What follows belongs to an exercise in optimizing a design on an open flow for small area, a short achievable clock period and few clock cycles per item; a production flow would make more cautious choices. In this exercise RTL edits were held to simulation tests only and were not proved equivalent to the original. Power and IR drop assume default switching activity.

$ cat flow/config.mk
export PLATFORM = sky130hd
export DESIGN_NAME = data_memory_ctrl
export DESIGN_NICKNAME = data_memory_ctrl
export VERILOG_FILES = /design/flow/design.v
export SDC_FILE = /design/flow/constraint.sdc
export NUM_CORES = 4
export LEC_CHECK = 0
export ABC_CLOCK_PERIOD_IN_PS = 2500
export CAP_MARGIN = 20
export CORE_MARGIN = 2
export CORE_UTILIZATION = 70
export CTS_CLUSTER_DIAMETER = 120
export CTS_CLUSTER_SIZE = 25
export SETUP_SLACK_MARGIN = 3.3
export SLEW_MARGIN = 20
export SYNTH_HIERARCHICAL = 1
$ cat flow/constraint.sdc
create_clock -name core_clock -period 5.5 [get_ports {clk}]
set_input_delay 1.1000 -clock core_clock [delete_from_list [all_inputs] [get_ports {clk}]]
set_output_delay 1.1000 -clock core_clock [all_outputs]
set_load 0.01 [all_outputs]
$ cat flow/design.v
module data_memory_ctrl (
  input  logic        clk,
  input  logic        rst,
  input  logic        req_valid,
  output logic        req_ready,
  input  logic        req_we,
  input  logic [2:0]  req_funct3,
  input  logic [31:0] req_addr,
  input  logic [31:0] req_wdata,
  output logic        rsp_valid,
  output logic [31:0] rsp_rdata,
  output logic        rsp_err
);
  logic        illegal, misalign, out_of_range, fault;
  logic [3:0]  be;
  logic [31:0] wlanes;
  always_comb begin
    be       = 4'b0000;
    wlanes   = req_wdata;
    misalign = 1'b0;
    illegal  = 1'b0;
    case (req_funct3)
      3'b000, 3'b100: begin
        be      = 4'b0001 << req_addr[1:0];
        wlanes  = {4{req_wdata[7:0]}};
        illegal = req_we && req_funct3[2];
      end
      3'b001, 3'b101: begin
        be       = req_addr[1] ? 4'b1100 : 4'b0011;
        wlanes   = {2{req_wdata[15:0]}};
        misalign = req_addr[0];
        illegal  = req_we && req_funct3[2];
      end
      3'b010: begin
        be       = 4'b1111;
        misalign = |req_addr[1:0];
      end
      default: illegal = 1'b1;
    endcase
    out_of_range = |req_addr[31:8];
    fault        = illegal || misalign || out_of_range;
  end
  logic        ready_q;
  logic        v1_q;        
  logic        err1_q;      
  logic        ld1_q;       
  logic [3:0]  wbe1_q [4];    
  logic [3:0]  wbe1_n_q [4];  
  logic [63:0] sel1_q;      
  logic [1:0]  off1_q;
  logic [2:0]  f31_q;
  logic [31:0] wd1_q;
  wire accept = req_valid && ready_q;
  logic phase_q;
  always_ff @(posedge clk) phase_q <= ~phase_q;
  always_ff @(posedge clk) begin
    if (rst) begin
      ready_q <= 1'b0;
      v1_q    <= 1'b0;
      for (int g = 0; g < 4; g++) begin
        wbe1_q[g]   <= 4'b0000;
        wbe1_n_q[g] <= 4'b1111;
      end
    end else begin
      ready_q <= 1'b1;
      v1_q    <= accept;
      for (int g = 0; g < 4; g++) begin
        wbe1_q[g]   <= (accept && !fault && req_we && req_addr[7:6] == 2'(g)) ? be : 4'b0000;
        wbe1_n_q[g] <= (accept && !fault && req_we && req_addr[7:6] == 2'(g)) ? ~be : 4'b1111;
      end
    end
  end
  always_ff @(posedge clk) begin
    err1_q <= fault;
    ld1_q  <= !fault && !req_we;
    sel1_q <= 64'b1 << req_addr[7:2];
    off1_q <= req_addr[1:0];
    f31_q  <= req_funct3;
    wd1_q  <= wlanes ^ {32{~phase_q}};    
  end
  assign req_ready = ready_q;
  logic [31:0] mem_q [64];
  logic [63:0] wsel_n;
  logic [3:0]  we_lane [64];
  logic [3:0]  hold_lane [64];
  assign wsel_n = ~sel1_q;
  for (genvar w = 0; w < 64; w++) begin : g_we
    for (genvar b = 0; b < 4; b++) begin : g_lane
      dm_nor2  u_we (.a(wsel_n[w]), .b(wbe1_n_q[w / 16][b]), .y(we_lane[w][b]));
      dm_nand2 u_hd (.a(sel1_q[w]), .b(wbe1_q[w / 16][b]), .y(hold_lane[w][b]));
    end
  end
  logic [31:0] mem_d [64];
  for (genvar w = 0; w < 64; w++) begin : g_nx
    for (genvar i = 0; i < 32; i++) begin : g_bit
      dm_oai22 u_nx (
        .a1(mem_q[w][i]), .a2(we_lane[w][i / 8]),
        .b1(hold_lane[w][i / 8]), .b2(wd1_q[i]),
        .y (mem_d[w][i])
      );
    end
  end
  always_ff @(posedge clk) begin
    for (int w = 0; w < 64; w++) mem_q[w] <= mem_d[w];
  end
  logic [31:0] word;
  for (genvar b = 0; b < 32; b++) begin : g_rd
    logic [21:0] grp_n;
    for (genvar g = 0; g < 21; g++) begin : g_ao3
      dm_aoi222 u_ao (
        .d ({mem_q[3*g+2][b], mem_q[3*g+1][b], mem_q[3*g][b]}),
        .s (sel1_q[3*g+2 -: 3]),
        .yn(grp_n[g])
      );
    end
    dm_nand2 u_nd63 (.a(mem_q[63][b]), .b(sel1_q[63]), .y(grp_n[21]));
    logic [7:0] l1;
    logic [2:0] l2_n;
    for (genvar k = 0; k < 6; k++) begin : g_l1
      dm_nand3 u_n3 (.a(grp_n[3*k]), .b(grp_n[3*k+1]), .c(grp_n[3*k+2]), .y(l1[k]));
    end
    dm_nand2 u_n2a (.a(grp_n[18]), .b(grp_n[19]), .y(l1[6]));
    dm_nand2 u_n2b (.a(grp_n[20]), .b(grp_n[21]), .y(l1[7]));
    dm_nor3  u_r0 (.a(l1[0]), .b(l1[1]), .c(l1[2]), .y(l2_n[0]));
    dm_nor3  u_r1 (.a(l1[3]), .b(l1[4]), .c(l1[5]), .y(l2_n[1]));
    dm_nor2  u_r2 (.a(l1[6]), .b(l1[7]), .y(l2_n[2]));
    dm_nand3 u_w  (.a(l2_n[0]), .b(l2_n[1]), .c(l2_n[2]), .y(word[b]));
  end
  logic        v2_q, err2_q, ld2_q;
  logic [1:0]  off2_q;
  logic [2:0]  f32_q;
  logic [31:0] word2_q;
  always_ff @(posedge clk) begin
    if (rst) v2_q <= 1'b0;
    else     v2_q <= v1_q;
  end
  always_ff @(posedge clk) begin
    err2_q  <= err1_q;
    ld2_q   <= ld1_q;
    off2_q  <= off1_q;
    f32_q   <= f31_q;
    word2_q <= word;
  end
  logic [31:0] shifted, load_val, word3;
  assign word3 = word2_q ^ {32{~phase_q}};
  always_comb begin
    shifted = word3 >> {off2_q, 3'b000};
    case (f32_q)
      3'b000:  load_val = {{24{shifted[7]}}, shifted[7:0]};
      3'b100:  load_val = {24'h000000, shifted[7:0]};
      3'b001:  load_val = {{16{shifted[15]}}, shifted[15:0]};
      3'b101:  load_val = {16'h0000, shifted[15:0]};
      default: load_val = word3;
    endcase
  end
  logic        rsp_valid_q, rsp_err_q;
  logic [31:0] rsp_rdata_q;
  always_ff @(posedge clk) begin
    if (rst) rsp_valid_q <= 1'b0;
    else     rsp_valid_q <= v2_q;
  end
  always_ff @(posedge clk) begin
    rsp_err_q   <= err2_q;
    rsp_rdata_q <= ld2_q ? load_val : 32'h0;
  end
  assign rsp_valid = rsp_valid_q;
  assign rsp_rdata = rsp_rdata_q;
  assign rsp_err   = rsp_err_q;
endmodule
module dm_aoi222 (
  input  logic [2:0] d,
  input  logic [2:0] s,
  output logic       yn
);
  assign yn = ~|(d & s);
endmodule
module dm_nand2 (
  input  logic a,
  input  logic b,
  output logic y
);
  assign y = ~(a & b);
endmodule
module dm_nor2 (
  input  logic a,
  input  logic b,
  output logic y
);
  assign y = ~(a | b);
endmodule
module dm_nand3 (
  input  logic a,
  input  logic b,
  input  logic c,
  output logic y
);
  assign y = ~(a & b & c);
endmodule
module dm_nor3 (
  input  logic a,
  input  logic b,
  input  logic c,
  output logic y
);
  assign y = ~(a | b | c);
endmodule
module dm_oai22 (
  input  logic a1,
  input  logic a2,
  input  logic b1,
  input  logic b2,
  output logic y
);
  assign y = ~((a1 | a2) & (b1 | b2));
endmodule
$ cat flow/flow/run.sh
#!/bin/bash
set -euo pipefail
bash standard.sh \
  MATCH_CELL_FOOTPRINT=0 \
  "BUFFER_PORTS_ARGS=-buffer_cell sky130_fd_sc_hd__buf_2" \
  "CTS_ARGS=-sink_clustering_enable -repair_clock_nets -sink_clustering_size 25 -sink_clustering_max_diameter 120 -dont_use_dummy_load" \
  finish > flow_make.log 2>&1
$ cat flow/standard.sh
#!/bin/bash
# synth_recipe.tcl (not shown) runs the flow's synth.tcl, then flattens the netlist and writes it again
# the make line also repeats each setting of config.mk as NAME=value (left out here)
make -C /OpenROAD-flow-scripts/flow DESIGN_CONFIG=/design/flow/config.mk WORK_HOME=/design/flow/orfs CLKGATE_MAP_FILE= SYNTH_SCRIPT=/design/flow/synth_recipe.tcl "${@:-finish}"
==> impl_metrics.tcl, run 1 <==
set metrics [dict create \
    place_area_um2 74900 \
    async_reset_ff_share_pct 0 \
    synthDominantCellAreaShare_pct 62.8 \
    rsz0062_at_grt "yes" \
    io_pins 106 \
    p_leak_uw 0.0297 \
    cts_tree "built" \
    routedWlPerCell_um 30.5 \
    clock_path_buffers 3 \
    net-switching-power_uw 5980 \
    synth-edff-count 0 \
    pwr-share-seq_pct 64.2 \
    cts_hold_buf 0 \
    grt_max_degree 65 \
    slowest_delay_ps 600 \
    rows 117 \
    final_area_um2 77900 \
    gp_congestion 0.972 \
    avgViaCountPerCell 7.92 \
    synth_seq_area_share_pct 62.8 \
    cts_num_sinks 2260 \
    avgSynthCellArea_um2 11.2 \
    synthTopCellsByArea "dfxtp_1 (63%), o22ai_1 (18%), a222oi_1 (9.3%), nand2_1 (2.2%), nor2_1 (1.9%)" \
    max_freq_ghz 0.428 \
    yosys-top-cells-count "dfxtp_1 (2260), o22ai_1 (2064), a222oi_1 (672)" \
    ir_worst_vdd_mv 0.306 \
    core_area_um2 102000 \
    drt-initial-drc-count 12300 \
    dieArea_um2 106000 \
    post-synth-top-count-cell "dfxtp_1" \
    grt_pass1_wl_um 364000 \
    synth_nets 6516 \
    comb_power_share_pct 4.5 \
    layout_min_cycle_time_ps 2340 \
    drcViolationCount 0 \
    path_max_fanout 37 \
    start_kind "register" \
    path_clk_slew_ps 100 \
    outcome "complete, no violations" \
    htreeDepth 3 \
    synthFlopType "dfxtp_1" \
    ys_ff_latch 2260 \
    power.internal_uw 20000 \
    wl_um 246000 \
    dr.pass1.iters 15 \
    grt_antenna_before_repair 10 \
    worstSetupPathType "reg -> reg" \
    dr_total_vias 64000 \
    nets 6777 \
    crit_arrival_ps 2900 \
    p_clk_share_pct 31.3 \
    timing.critical_path.to_type "register" \
    whs_path_depth 0 \
    area_growth_pct 8.11 \
    drtAntennaViolNets 0 \
    cts_buffers 100 \
    tightest_slew_ps 1130 \
    clkLatencyLatePin_ps 740 \
    finalHoldViolations 0 \
    setup_tns_ps 0 \
    drv_slew 0 \
    final_util_pct 76.5 \
    ys_types 45 \
    required_ps 6060 \
    finalClockSkew_ps 42.0 \
    crit_top_cell "nand3_1" \
    slew_headroom_pct 24.6 \
    slowest_stage "nor3_2" \
    p_sw_share_pct 23.0 \
    drive_gt1_share_pct 7.06 \
    synth_top_area_cell "dfxtp_1" \
    power.total_uw 26000 \
    synth_warnings 16 \
    drv_cap 0 \
    path_cells "buf_4 -> a222oi_1 -> nand3_1 -> nor3_2 -> nand3_1" \
    grt_pass1_vias 59100 \
    dp_hpwl_um 161000 \
    ff2ff_path_depth 5 \
    p_per_area_nw_per_um2 333 \
    die_w_um 325 \
    start_util_pct 70.7 \
    grtUsageTotal_pct 44.4 \
    cts_root_buffer "clkbuf_16" \
    setup_viol 0 \
    io_buffers 105 \
    overflow 0 \
    hold_slack_ps 330 \
    syn_inst 6445 \
    synth_area_um2 72100 \
    finalCritPeriodShare_pct 42.5 \
    hold_class "reg -> reg" \
    die_h_um 325 \
]
## sequential cells by signal, summed over array words and instances (netlist names), 2 cells and up
name	cells
f31_q	3
f32_q	3
mem_q	2048
off1_q	2
off2_q	2
rsp_rdata_q	32
sel1_q	64
wbe1_n_q	16
wbe1_q	16
wd1_q	32
word2_q	32
## placed cells by master (no fill, tap or decap), types with 23 or more instances in the layout
| master | instances |
|---|---|
| a21oi_1 | 32 |
| a222oi_1 | 672 |
| buf_2 | 85 |
| buf_4 | 80 |
| buf_6 | 24 |
| clkbuf_16 | 100 |
| dfxtp_1 | 2196 |
| dfxtp_2 | 40 |
| dfxtp_4 | 24 |
| inv_1 | 68 |
| mux2i_1 | 39 |
| nand2_1 | 421 |
| nand3_1 | 230 |
| nor2_1 | 350 |
| nor2_2 | 23 |
| nor3_2 | 48 |
| nor3_4 | 24 |
| o22ai_1 | 2064 |
| xnor2_1 | 34 |
| xor2_1 | 31 |
## Yosys stat by module, one instance, submodules excluded, excerpt
module	times used	cells inside	area, um^2	flops+latches
data_memory_ctrl	1	2797	48400	2260
dm_nor3	64	1	10.0	0
dm_aoi222	672	1	10.0	0
dm_nand2	352	1	3.75	0
dm_nand3	224	1	5.00	0
dm_oai22	2048	1	6.26	0
## path summary, 6_finish.rpt
check,startpoint,to,slack (ps)
min reg2reg,off1_q[1]$_DFF_P_,off2_q[1]$_DFF_P_,330
max reg2reg,sel1_q[9]$_SDFF_PP0_,word2_q[16]$_DFF_P_,3160
max,sel1_q[9]$_SDFF_PP0_,word2_q[16]$_DFF_P_,3160
min,off1_q[1]$_DFF_P_,off2_q[1]$_DFF_P_,330
## through the flow
step | setup WS [ps] | cells
after floorplan | 3260 | 6445
after global placement | 2380 | 7970
after detailed placement | 2310 | 7970
after CTS | 3170 | 8072
after global routing | 3160 | 8072
final | 3160 | 8078
## layer usage
layer	GRT usage [%]	vias to the layer above	part of all wire, %
li1	-	27500	-
met1	60.7	31000	37
met2	62.0	4800	41
met3	15.3	699	15
met4	23.9	12	6.0
met5	0	-	0.032
## layout make-up
class / count / area (um^2)
Tap cell: 1368 / 1710
Multi-Input combinational cell: 4081 / 26700
Clock buffer: 100 / 2500
Antenna cell: 6 / 15.0
Sequential cell: 2260 / 45400
Inverter: 71 / 269
Timing Repair Buffer: 192 / 1360
Fill cell: 7084 / 24000
## power by group through the flow
stage	sequential, uW	combinational (uW)	clock, uW
finish	16700	1160	8140
global route	16700	1160	8680
floorplan	17000	464	0
CTS	16700	1080	8100
global placement	17000	1050	0
detailed placement	17000	1060	0
## critical path, delay by kind of cell (launching register included)
family | cells | cell delay (ps)
flip-flops | 1 | 310
buffers and inverters | 1 | 290
AO/OA/AOI/OAI | 1 | 480
AND/OR/NAND/NOR | 3 | 1060
## cell families (layout without fill, tap and decap cells)
group,count (synthesis),count (layout),share of synthesized area (%)
AND/OR/NAND/NOR,1171,1171,7.38
flip-flops,2260,2260,62.8
multiplexers,40,40,0.573
XOR/XNOR,66,66,0.812
buffers and inverters,104,363,0.630
other,0,6,0
AO/OA/AOI/OAI,2804,2804,27.8
## what timing repair did
action | 4_1_cts | 5_1_grt
pin swaps | 4 | 14
setup buffers | 2 | 0
resized for setup | 68 | 56
setup endpoints to repair | 238 | 276
Testbench counts, summed over its fixed seeds: cycles 12,024, items 12,000.
==> run 2: changes to the inputs <==
--- a/flow/config.mk
+++ b/flow/config.mk
@@ -13,3 +13,3 @@
 export CTS_CLUSTER_SIZE = 25
-export SETUP_SLACK_MARGIN = 3.3
+export SETUP_SLACK_MARGIN = 3.5
 export SLEW_MARGIN = 20
==> impl_metrics.tcl, run 2 <==
set metrics [dict create \
    layout_common_cells "dfxtp_1 (2178), o22ai_1 (2064), a222oi_1 (672)" \
    finalClockSkew_ps 41.4 \
    gp_congestion 0.984 \
    max_freq_ghz 0.432 \
    cts_tree "built" \
    path_clk_slew_ps 100 \
    slowest_stage "dfxtp_4" \
    die_w_um 325 \
    min-delay-start "f31_q[2]$_DFF_P_" \
    rows 117 \
    finalHoldViolations 0 \
    grt_pass1_wl_um 362000 \
    layout_commonest_cell "dfxtp_1" \
    start_util_pct 70.7 \
    slew_headroom_pct 9.50 \
    required_ps 4400 \
    ir_worst_vdd_mv 0.304 \
    ys_ff_latch 2260 \
    largest_register "mem_q" \
    synthTopCellsByArea "dfxtp_1 (63%), o22ai_1 (18%), a222oi_1 (9.3%), nand2_1 (2.2%), nor2_1 (1.9%)" \
    cts_num_sinks 2260 \
    path_cells "buf_6" \
    ys_types 45 \
    r2r-start "sel1_q[8]$_SDFF_PP0_" \
    rsz0062_at_grt "yes" \
    post-synth-top-count-cell "dfxtp_1" \
    cts_hold_buf 0 \
    drive_gt1_share_pct 9.89 \
    routedWlPerCell_um 30.6 \
    drtAntennaViolNets 0 \
    grt_pass1_vias 59200 \
    die_h_um 325 \
    start_kind "register" \
    dr_total_vias 64700 \
    drv_cap 0 \
    dr.pass1.iters 17 \
    crit_arrival_ps 1220 \
    path_delay_family "flip-flops" \
    cp_num_buf_inv 1 \
    cts_root_buffer "clkbuf_16" \
    finalCritPeriodShare_pct 42.1 \
    path_max_fanout 1 \
    hold_class "reg -> reg" \
    dp_hpwl_um 160000 \
    largest_reg_flops 2048 \
    synth_top_area_cell "dfxtp_1" \
    cts_buffers 100 \
    slowest_delay_ps 380 \
    overflow 0 \
    nets 6815 \
    tightest_slew_ps 1360 \
    synth_warnings 16 \
    area_growth_pct 9.92 \
    yosys-top-cells-count "dfxtp_1 (2260), o22ai_1 (2064), a222oi_1 (672)" \
    clkLatencyLatePin_ps 740 \
    io_pins 106 \
    synth_area_um2 72100 \
    wl_um 248000 \
    grtUsageTotal_pct 44.0 \
    avgViaCountPerCell 7.97 \
    timing.critical_path.to_type "primary output" \
    async_reset_ff_share_pct 0 \
    synthFlopType "dfxtp_1" \
    dieArea_um2 106000 \
    syn_inst 6445 \
    drv_slew 0 \
    clock_path_buffers 3 \
    synth_nets 6516 \
    layout_min_cycle_time_ps 2320 \
    synth_seq_area_share_pct 62.8 \
    synth-edff-count 0 \
    setup_tns_ps 0 \
    synthDominantCellAreaShare_pct 62.8 \
    worstSetupPathType "reg -> out" \
    drcViolationCount 0 \
    outcome "complete, no violations" \
    place_area_um2 74900 \
    p_leak_uw 0.0301 \
    cp-startpoint "rsp_rdata_q[1]$_SDFF_PN0_" \
    grt_max_degree 65 \
    htreeDepth 3 \
    largestRegisters "mem_q x2048, sel1_q x64" \
    core_area_um2 102000 \
    setup_viol 0 \
    p_per_area_nw_per_um2 328 \
    drt-initial-drc-count 13400 \
    n_fill_cell 6878 \
    grt_antenna_before_repair 4 \
    final_area_um2 79200 \
    avgSynthCellArea_um2 11.2 \
    io_buffers 105 \
]
-- run 2: path summary, 6_finish.rpt --
check	to	slack [ps]	depth (start not counted)
worst max-delay path	rsp_rdata[1]	3180	1
worst min-delay path	f32_q[2]$_DFF_P_	340	0
worst min register to register	f32_q[2]$_DFF_P_	340	0
worst max register to register	word2_q[21]$_DFF_P_	3400	5
-- run 2: power by group --
group	total [uW]	leakage [uW]	internal [uW]	switching, uW
registers	16500	0.0191	16400	146
clock network	8170	0.00123	3260	4920
logic	1310	0.00977	389	924
-- run 2: logic make-up (layout without fill, tap and decap cells) --
group,Yosys count,in the layout,share of synthesized area [%]
AOI/OAI and AO/OA,2804,2804,27.8
DFF,2260,2260,62.8
and+or+nand+nor,1171,1171,7.38
buffers and inverters,104,401,0.630
xor gates and xnor gates,66,66,0.812
muxes,40,40,0.573
other,0,3,0
-- run 2: per-stage QoR --
stage	hold slack [ps]	std cells	setup slack [ps]	total power, uW	utilization [%]
global route	339	8112	3160	26500	77.8
floorplan	310	6445	3260	17500	-
CTS	336	8080	3170	25800	76.7
global placement	310	7978	2570	18100	73.6
detailed placement	314	7978	2470	18100	73.6
finish	336	8113	3180	26000	77.8
-- run 2: worst register-to-register path, delay by kind of cell, from the launching register on --
family                 cells  cell delay, ps
buffers and inverters      1             180
DFF                        1             330
and+or+nand+nor            3             860
AOI/OAI and AO/OA          1             610
-- run 2: final cells by class --
| type | instances | area, um^2 | share of cell area (%) |
|---|---|---|---|
| antenna | 3 | 7.51 | 0.00947 |
| clock buffer | 100 | 2500 | 3.16 |
| inverter | 71 | 277 | 0.349 |
| multi-input combinational | 4081 | 27200 | 34.3 |
| sequential | 2260 | 45400 | 57.3 |
| tap | 1368 | 1710 | 2.16 |
| timing repair buffer | 230 | 2120 | 2.67 |
-- run 2: routing by layer --
| layer | GRT usage, % | part of all wire [%] | vias to the layer above |
|---|---|---|---|
| met4 | 22.8 | 5.8 | 2 |
| li1 | - | - | 27600 |
| met1 | 61.4 | 37 | 31200 |
| met5 | 0 | 0.0028 | - |
| met2 | 61.1 | 41 | 5147 |
| met3 | 14.3 | 16 | 778 |
-- run 2: per-module statistics from Yosys (local to each module, per instance) --
module	copies in the design	area [um^2]
data_memory_ctrl	1	48400
dm_aoi222	672	10.0
dm_nand2	352	3.75
dm_nand3	224	5.00
dm_nor2	288	3.75
dm_nor3	64	10.0
dm_oai22	2048	6.26
-- run 2: repair_timing --
item                                    CTS  global route
pin swaps                                36            62
endpoints found under the setup margin  475          1537
buffers inserted                          2            25
cloned                                    0             5
resized for setup                       172           233
==> run 3: changes to the inputs <==
--- a/flow/config.mk
+++ b/flow/config.mk
@@ -10,3 +10,3 @@
 export CORE_MARGIN = 2
-export CORE_UTILIZATION = 70
+export CORE_UTILIZATION = 65
 export CTS_CLUSTER_DIAMETER = 120
==> impl_metrics.tcl, run 3 <==
set metrics [dict create \
    outcome "complete, no violations" \
    tightest_slew_ps 1280 \
    synth_nets 6516 \
    die_w_um 337 \
    ys_types 45 \
    path_clk_slew_ps 100 \
    slowest_delay_ps 680 \
    grt_max_degree 65 \
    synth_warnings 16 \
    synth_compound_area_share_pct 27.8 \
    finalHoldViolations 0 \
    area_growth_pct 10.1 \
    synth_top_area_cell "dfxtp_1" \
    synthTopCellsByArea "dfxtp_1 (63%), o22ai_1 (18%), a222oi_1 (9.3%), nand2_1 (2.2%), nor2_1 (1.9%)" \
    dr_total_vias 64300 \
    setup_viol 0 \
    largest_reg_flops 2048 \
    synth_area_um2 72100 \
    dieArea_um2 114000 \
    overflow 0 \
    layout_common_cells "dfxtp_1 (2179), o22ai_1 (2064), a222oi_1 (672)" \
    crit_arrival_ps 2960 \
    slew_headroom_pct 14.8 \
    grt_pass1_vias 58300 \
    required_ps 6090 \
    drv_slew 0 \
    synth-xor-area-share_pct 0.812 \
    post-synth-top-count-cell "dfxtp_1" \
    drcViolationCount 0 \
    routedWlPerCell_um 32.0 \
    synth_top_family_by_area "compound AO/OA/AOI/OAI gates" \
    drtAntennaViolNets 0 \
    drive_gt1_share_pct 9.28 \
    drt-initial-drc-count 12600 \
    crit_top_cell "nand3_1" \
    avgViaCountPerCell 7.82 \
    synth_seq_area_share_pct 62.8 \
    core_area_um2 110000 \
    dr.pass1.iters 13 \
    timing.critical_path.to_type "register" \
    worstSetupPathType "reg -> reg" \
    yosys-top-cells-count "dfxtp_1 (2260), o22ai_1 (2064), a222oi_1 (672)" \
    path_max_fanout 6 \
    layout_min_cycle_time_ps 2370 \
    synth_fa_ha_area_share_pct 0 \
    hold_class "reg -> reg" \
    cts_hold_buf 0 \
    timing.final.ws_setup_ps 3130 \
    gp_congestion 0.972 \
    async_reset_ff_share_pct 0 \
    drv_cap 0 \
    path_cells "buf_12 -> a222oi_1 -> nand3_1 -> nor3_4 -> nand3_1" \
    htreeDepth 3 \
    grtUsageTotal_pct 44.5 \
    slowest_stage "nor3_4" \
    start_kind "register" \
    synthSimpleGateAreaFrac_pct 7.38 \
    nets 6799 \
    avgSynthCellArea_um2 11.2 \
    ir_worst_vdd_mv 0.306 \
    synthFlopType "dfxtp_1" \
    wl_um 263000 \
    dp_slack_ps 2400 \
    cts_root_buffer "clkbuf_16" \
    io_buffers 105 \
    grt_pass1_wl_um 382000 \
    cts_buffers 100 \
    synth-edff-count 0 \
    finalCritPeriodShare_pct 43.1 \
    largestRegisters "mem_q x2048, sel1_q x64" \
    p_leak_uw 0.0303 \
    grt_antenna_before_repair 12 \
    finalClockSkew_ps 36.1 \
    max_freq_ghz 0.421 \
    cts_tree "built" \
    io_pins 106 \
    largest_register "mem_q" \
    rsz0062_at_grt "yes" \
    syn_inst 6445 \
    synthDominantCellAreaShare_pct 62.8 \
    muxShareOfSynthArea_pct 0.573 \
    clkLatencyLatePin_ps 750 \
    rows 122 \
    ys_ff_latch 2260 \
    p_per_area_nw_per_um2 330 \
    layout_commonest_cell "dfxtp_1" \
    setup_tns_ps 0 \
    die_h_um 337 \
    cts_num_sinks 2260 \
    start_util_pct 65.3 \
    dp_hpwl_um 169000 \
    clock_path_buffers 3 \
]
run 3: cell counts after synthesis:
No cell type changed its count.
run 3: cell type report:
type,instances,area (um^2)
diodes,9,22.5
clock buffers,100,2500
fillers,8229,31000
inverters,71,269
multi-input cells,4081,27300
flip-flops and latches,2260,45500
well taps,1488,1860
repair buffers,214,1950
run 3: metrics by stage:
| step | cells | area (um^2) | power [uW] | util, % | hold slack [ps] |
|---|---|---|---|---|---|
| floorplan | 6445 | 72100 | 17500 | - | 310 |
| detailed placement | 8071 | 75000 | 18200 | 67.9 | 319 |
| global placement | 8071 | 75000 | 18200 | 67.9 | 315 |
| CTS | 8204 | 78700 | 26100 | 71.3 | 345 |
| finish | 8223 | 79300 | 26200 | 71.9 | 337 |
| global route | 8217 | 79300 | 26700 | 71.9 | 343 |
run 3: power breakdown:
| part | switching, uW | internal, uW | leakage, uW |
|---|---|---|---|
| Combinational | 719 | 388 | 0.0100 |
| Clock | 4940 | 3250 | 0.00123 |
| Sequential | 529 | 16400 | 0.0191 |
| Total | 6180 | 20000 | 0.0303 |
run 3: path summary, 6_finish.rpt:
kind | start | end | slack, ps | cells after the start
worst min-delay path | off1_q[0]$_DFF_P_ | off2_q[0]$_DFF_P_ | 340 | 0
worst max-delay path | sel1_q[12]$_SDFF_PP0_ | word2_q[17]$_DFF_P_ | 3130 | 5
worst min register to register | off1_q[0]$_DFF_P_ | off2_q[0]$_DFF_P_ | 340 | 0
worst max register to register | sel1_q[12]$_SDFF_PP0_ | word2_q[17]$_DFF_P_ | 3130 | 5
run 3: kinds of logic (layout without fill, tap and decap cells):
group,Yosys count,in the layout
other,0,9
DFF,2260,2260
AOI/OAI and AO/OA,2804,2804
and+or+nand+nor,1171,1171
xor gates and xnor gates,66,66
buffers and inverters,104,385
muxes,40,40
run 3: repair_timing:
| action | in CTS | in global routing |
|---|---|---|
| pin swaps | 112 | 71 |
| setup endpoints to repair | 524 | 550 |
| buffers inserted | 25 | 9 |
| gates cloned | 8 | 1 |
| resized for setup | 207 | 132 |
run 3: per-module statistics from Yosys, one instance, submodules excluded:
| module | cells | times used | area [um^2] |
|---|---|---|---|
| dm_oai22 | 1 | 2048 | 6.26 |
| dm_nand3 | 1 | 224 | 5.00 |
| dm_nor3 | 1 | 64 | 10.0 |
| dm_aoi222 | 1 | 672 | 10.0 |
| dm_nand2 | 1 | 352 | 3.75 |
| data_memory_ctrl | 2797 | 1 | 48400 |
| dm_nor2 | 1 | 288 | 3.75 |
run 3: per-layer routing:
metal  part of all wire [%]  GRT usage [%]  wire (um)
met5                  0.062          0.511        164
met4                    6.0           23.3      15900
met3                     15           14.3      39800
met1                     38           61.8      99600
met2                     41           61.6     108000
run 3: critical path, delay by kind of cell, from the launching register on:
family	cells	cell delay [ps]
buffers and inverters	1	150
AOI/OAI and AO/OA	1	540
DFF	1	380
and+or+nand+nor	3	1130
==> run 4: changes to the inputs <==
--- a/flow/config.mk
+++ b/flow/config.mk
@@ -13,3 +13,3 @@
 export CTS_CLUSTER_SIZE = 25
-export SETUP_SLACK_MARGIN = 3.5
+export SETUP_SLACK_MARGIN = 3.3
 export SLEW_MARGIN = 20
==> impl_metrics.tcl, run 4 <==
set metrics [dict create \
    drtAntennaViolNets 0 \
    slew_headroom_pct 9.68 \
    finalClockSkew_ps 40.3 \
    dr_total_vias 63000 \
    start_util_pct 65.3 \
    placedCellCount 8071 \
    clock_path_buffers 3 \
    path_cells "buf_6" \
    core_area_um2 110000 \
    tightest_slew_ps 1350 \
    path_clk_slew_ps 100 \
    drv_slew 0 \
    path_delay_family "flip-flops" \
    synth_nets 6516 \
    synth_top_area_cell "dfxtp_1" \
    layout_min_cycle_time_ps 2320 \
    nets 6759 \
    cts_num_sinks 2260 \
    setup_tns_ps 0 \
    worstSetupPathType "reg -> out" \
    clkLatencyLatePin_ps 740 \
    synthFlopType "dfxtp_1" \
    synth-edff-count 0 \
    p_per_area_nw_per_um2 333 \
    dr.pass1.iters 13 \
    finalHoldViolations 0 \
    drt-initial-drc-count 11300 \
    power.total_uw 26000 \
    final_util_pct 70.6 \
    largest_register "mem_q" \
    start_kind "register" \
    cts_buffers 100 \
    timing.critical_path.to_type "primary output" \
    max_freq_ghz 0.431 \
    setup_viol 0 \
    ir_worst_vdd_mv 0.295 \
    hold_class "reg -> reg" \
    drive_gt1_share_pct 6.73 \
    synthTopCellsByArea "dfxtp_1 (63%), o22ai_1 (18%), a222oi_1 (9.3%), nand2_1 (2.2%), nor2_1 (1.9%)" \
    place_area_um2 75000 \
    dieArea_um2 114000 \
    cts_hold_buf 0 \
    min-delay-start "f31_q[1]$_DFF_P_" \
    async_reset_ff_share_pct 0 \
    crit_cells 1 \
    largestRegisters "mem_q x2048, sel1_q x64" \
    synthDominantCellAreaShare_pct 62.8 \
    io_pins 106 \
    ff2ff_path_depth 5 \
    grtUsageTotal_pct 41.9 \
    crit_arrival_ps 1220 \
    overflow 0 \
    grt_antenna_before_repair 10 \
    largest_reg_flops 2048 \
    dp_hpwl_um 161000 \
    drv_cap 0 \
    required_ps 4400 \
    cp_num_buf_inv 1 \
    drcViolationCount 0 \
    ys_ff_latch 2260 \
    wl_um 249000 \
    syn_inst 6445 \
    layout_common_cells "dfxtp_1 (2197), o22ai_1 (2064), a222oi_1 (672)" \
    avgSynthCellArea_um2 11.2 \
    layout_commonest_cell "dfxtp_1" \
    post-synth-top-count-cell "dfxtp_1" \
    n_fill_cell 8374 \
    yosys-top-cells-count "dfxtp_1 (2260), o22ai_1 (2064), a222oi_1 (672)" \
    rsz0062_at_grt "yes" \
    rows 122 \
    p_leak_uw 0.0296 \
    slowest_stage "dfxtp_4" \
    io_buffers 105 \
    slowest_delay_ps 400 \
    htreeDepth 3 \
    r2r-start "sel1_q[2]$_SDFF_PP0_" \
    area_growth_pct 8.04 \
    ff2ff_setup_slack_ps 3220 \
    final_cell_count_no_fill 8178 \
    synth_warnings 16 \
    synth_area_um2 72100 \
    ys_types 45 \
    grt_pass1_wl_um 363000 \
    avgViaCountPerCell 7.70 \
    cts_tree "built" \
    whs_path_depth 0 \
    gp_congestion 0.964 \
    die_w_um 337 \
    die_h_um 337 \
    cts_root_buffer "clkbuf_16" \
    hold_end "f32_q[1]$_DFF_P_" \
    outcome "complete, no violations" \
    finalCritPeriodShare_pct 42.1 \
    routedWlPerCell_um 30.4 \
    grt_pass1_vias 57800 \
    final_area_um2 77900 \
    r2r_end "word2_q[13]$_DFF_P_" \
    grt_max_degree 65 \
    path_max_fanout 1 \
    synth_seq_area_share_pct 62.8 \
]
-- run 4: repair_timing --
item                       CTS  global route
setup endpoints to repair  192           177
buffers inserted             3             0
gates resized for setup     49            53
pin swaps                    4             4
-- run 4: cell type report --
class	count	area (um^2)	share of cell area [%]
Inverter	71	269	0.345
Antenna cell	4	10.0	0.0129
Clock buffer	100	2500	3.21
Timing Repair Buffer	174	1190	1.52
Sequential cell	2260	45400	58.3
Tap cell	1488	1860	2.39
Multi-Input combinational cell	4081	26600	34.2
-- run 4: through the flow --
step	hold slack [ps]	setup WS, ps
4_1_cts	333	3150
3_3_place_gp	311	2320
3_5_place_dp	312	2300
2_1_floorplan	310	3260
6_report	335	3180
5_1_grt	342	3160
-- run 4: power breakdown --
group / switching [uW] / internal [uW] / total [uW] / leakage (uW)
Combinational: 573 / 347 / 920 / 0.00933
Sequential: 527 / 16400 / 16900 / 0.0190
Clock: 4900 / 3250 / 8150 / 0.00123
-- run 4: cell families (layout without fill, tap and decap cells) --
logic type             Yosys count  after routing  share of synthesized area (%)
AO/OA/AOI/OAI                 2804           2804                           27.8
AND/OR/NAND/NOR               1171           1171                           7.38
XOR/XNOR                        66             66                          0.812
flip-flops                    2260           2260                           62.8
other                            0              4                              0
multiplexers                    40             40                          0.573
buffers and inverters          104            345                          0.630
-- run 4: worst max-delay path by stage --
stage | from | end | slack (ps)
global route | rsp_rdata_q[5]$_SDFF_PN0_ | rsp_rdata[5] | 3160
global placement | req_funct3[1] | wbe1_q[0][3]$_SDFF_PP0_ | 2320
detailed placement | req_funct3[1] | wbe1_q[0][3]$_SDFF_PP0_ | 2300
CTS | rsp_rdata_q[5]$_SDFF_PN0_ | rsp_rdata[5] | 3150
finish | rsp_rdata_q[5]$_SDFF_PN0_ | rsp_rdata[5] | 3180
floorplan | req_addr[10] | wbe1_q[0][3]$_SDFF_PP0_ | 3260
-- run 4: metal layers --
layer / vias up / part of all wire [%] / GRT usage [%]
li1: 27400 / - / -
met1: 30700 / 38 / 56.9
met2: 4107 / 41 / 58.8
met3: 670 / 15 / 14.6
met4: 10 / 5.9 / 21.9
met5: - / 0.023 / 0
-- run 4: Yosys stat by module (local to each module, per instance) --
module	flip-flops and latches	cell area, um^2	cells
data_memory_ctrl	2260	48400	2797
dm_aoi222	0	10.0	1
dm_nor3	0	10.0	1
dm_oai22	0	6.26	1
dm_nand3	0	5.00	1
dm_nand2	0	3.75	1
dm_nor2	0	3.75	1
==> run 5: changes to the inputs <==
--- a/flow/config.mk
+++ b/flow/config.mk
@@ -10,3 +10,3 @@
 export CORE_MARGIN = 2
-export CORE_UTILIZATION = 65
+export CORE_UTILIZATION = 60
 export CTS_CLUSTER_DIAMETER = 120
==> impl_metrics.tcl, run 5 <==
set metrics [dict create \
    synth-edff-count 0 \
    setup_viol 0 \
    grt_antenna_before_repair 16 \
    async_reset_ff_share_pct 0 \
    yosys-top-cells-count "dfxtp_1 (2260), o22ai_1 (2064), a222oi_1 (672)" \
    grt_max_degree 65 \
    drv_cap 0 \
    core_area_um2 119000 \
    io_pins 106 \
    synth_area_um2 72100 \
    timing.critical_path.to_type "primary output" \
    sequential_cell_area_um2 45400 \
    syn_inst 6445 \
    rsz0062_at_grt "yes" \
    synth_seq_area_share_pct 62.8 \
    die_h_um 351 \
    dp_hpwl_um 167000 \
    gp_congestion 0.986 \
    path_max_fanout 1 \
    rows 127 \
    path_delay_family "flip-flops" \
    ir_worst_vdd_mv 0.306 \
    grtUsageMet3_pct 12.9 \
    synth_warnings 16 \
    path_cells "buf_6" \
    ys_types 45 \
    cts_tree "built" \
    clock_path_buffers 3 \
    largestRegisters "mem_q x2048, sel1_q x64" \
    n_fill_cell 9701 \
    synthTopCellsByArea "dfxtp_1 (63%), o22ai_1 (18%), a222oi_1 (9.3%), nand2_1 (2.2%), nor2_1 (1.9%)" \
    crit_arrival_ps 1210 \
    slew_headroom_pct 15.5 \
    avgViaCountPerCell 7.68 \
    synthFlopType "dfxtp_1" \
    max_freq_ghz 0.433 \
    grtUsageTotal_pct 40.8 \
    htreeDepth 3 \
    tightest_slew_ps 1270 \
    final_area_um2 78000 \
    layout_common_cells "dfxtp_1 (2201), o22ai_1 (2064), a222oi_1 (672)" \
    path_clk_slew_ps 100 \
    place_area_um2 75100 \
    largest_register "mem_q" \
    start_util_pct 60.3 \
    synthDominantCellAreaShare_pct 62.8 \
    drtAntennaViolNets 0 \
    dr_total_vias 63800 \
    ys_ff_latch 2260 \
    layout_commonest_cell "dfxtp_1" \
    slowest_delay_ps 370 \
    cts_root_buffer "clkbuf_16" \
    start_kind "register" \
    drv_slew 0 \
    grtUsageMet1_pct 58.1 \
    hold_class "reg -> reg" \
    p_per_area_nw_per_um2 335 \
    cts_buffers 100 \
    outcome "complete, no violations" \
    avgSynthCellArea_um2 11.2 \
    overflow 0 \
    io_buffers 105 \
    drt-initial-drc-count 12200 \
    cts_hold_buf 0 \
    area_growth_pct 8.24 \
    cts_num_sinks 2260 \
    drive_gt1_share_pct 6.56 \
    multi_input_area_um2 26600 \
    synth_nets 6516 \
    die_w_um 351 \
    layout_min_cycle_time_ps 2310 \
    dieArea_um2 123000 \
    met2_usage_pct 55.8 \
    required_ps 4400 \
    slowest_stage "dfxtp_4" \
    grt_pass1_wl_um 379000 \
    dr.pass1.iters 13 \
    grt_pass1_vias 58000 \
    setup_tns_ps 0 \
    nets 6760 \
    routedWlPerCell_um 31.5 \
    finalCritPeriodShare_pct 42.0 \
    synth_top_area_cell "dfxtp_1" \
    finalHoldViolations 0 \
    post-synth-top-count-cell "dfxtp_1" \
    p_leak_uw 0.0296 \
    busiest_layer "met1" \
    clkLatencyLatePin_ps 730 \
    drcViolationCount 0 \
    finalClockSkew_ps 45.6 \
    cp_num_buf_inv 1 \
    wl_um 262000 \
    worstSetupPathType "reg -> out" \
    largest_reg_flops 2048 \
]
run 5: final timing paths:
path,from,end,slack [ps],cells after the start
min,f31_q[0]$_DFF_P_,f32_q[0]$_DFF_P_,330,0
min reg2reg,f31_q[0]$_DFF_P_,f32_q[0]$_DFF_P_,330,0
max reg2reg,sel1_q[18]$_SDFF_PP0_,word2_q[12]$_DFF_P_,3210,5
max,rsp_rdata_q[5]$_SDFF_PN0_,rsp_rdata[5],3190,1
run 5: logic make-up after synthesis:
family | Yosys count | synth area share (%)
AOI/OAI and AO/OA | 2804 | 27.8
DFF | 2260 | 62.8
and+or+nand+nor | 1171 | 7.38
buffers and inverters | 104 | 0.630
xor gates and xnor gates | 66 | 0.812
muxes | 40 | 0.573
run 5: timing repair:
| item | CTS | global route |
|---|---|---|
| setup endpoints to repair | 153 | 142 |
| hold endpoints to repair | 0 | 0 |
| gates resized for setup | 42 | 45 |
| pin swaps | 2 | 8 |
| buffers inserted | 2 | 0 |
run 5: area by class of cell:
class | instances | area share [%]
repair buffers | 175 | 1.53
multi-input cells | 4081 | 34.1
flip-flops and latches | 2260 | 58.2
inverters | 71 | 0.345
well taps | 1612 | 2.59
clock buffers | 100 | 3.21
diodes | 7 | 0.0225
run 5: per-module statistics from Yosys (local to each module, per instance), a selection:
module,cells,flip-flops and latches,times used,cell area (um^2)
data_memory_ctrl,2797,2260,1,48400
dm_aoi222,1,0,672,10.0
dm_nand2,1,0,352,3.75
dm_nand3,1,0,224,5.00
dm_nor2,1,0,288,3.75
dm_oai22,1,0,2048,6.26
run 5: routing by layer:
layer  part of all wire, %  routed length, um  vias to the layer above
li1                      -                  -                    27400
met1                    39             103000                    31200
met2                    41             106000                     4431
met3                    15              38600                      663
met4                   5.2              13700                       12
met5                 0.028                 74                        -
run 5: through the flow:
| stage | hold slack (ps) | total power (uW) | setup WS [ps] | util, % | cells |
|---|---|---|---|---|---|
| floorplan | 310 | 17500 | 3260 | - | 6445 |
| global placement | 312 | 18200 | 2580 | 62.9 | 8197 |
| detailed placement | 314 | 18200 | 2480 | 62.9 | 8197 |
| CTS | 330 | 26000 | 3160 | 65.1 | 8299 |
| global route | 339 | 26700 | 3160 | 65.3 | 8300 |
| finish | 330 | 26100 | 3190 | 65.3 | 8306 |
run 5: power by group:
| group | switching, uW | total (uW) | internal (uW) |
|---|---|---|---|
| logic | 629 | 978 | 349 |
| clock network | 4950 | 8210 | 3250 |
| registers | 544 | 16900 | 16400 |
| total | 6130 | 26100 | 20000 |

==> re-timing with driven ports <==
The results above use ideal ports. As a check the final layouts listed here were re-extracted and re-timed, cells and wires unchanged.
Step 1 sets driving cells, clkbuf_16 on the clock port and buf_2 on the other inputs (assumed; they add their load-dependent delay and slew).
Step 2, shift: input delay + t, output delay - t, t = (earliest + latest rising clock arrival at the registers) / 2. This alone moves slack from input paths to output paths.
Three values: ideal ports, drivers, drivers and shift; two values: the first two.
run | shift t [ns] | setup slack, ns | pins driven straight from the clock port
run 1 | 0.798 | 3.162 / 3.089 / 2.549 | 1
run 2 | 0.798 | 3.183 / 3.101 / 2.799 | 1
run 3 | 0.799 | 3.127 / 3.115 / 2.779 | 1
run 4 | 0.795 | 3.182 / 3.108 / 2.616 | 1
run 5 | 0.786 | 3.193 / 3.118 / 2.618 | 1
After both steps setup and hold are still met in every run listed. For run 1, which loses most, drivers alone change the setup slack by -0.073 ns; drivers and shift together by -0.613 ns.
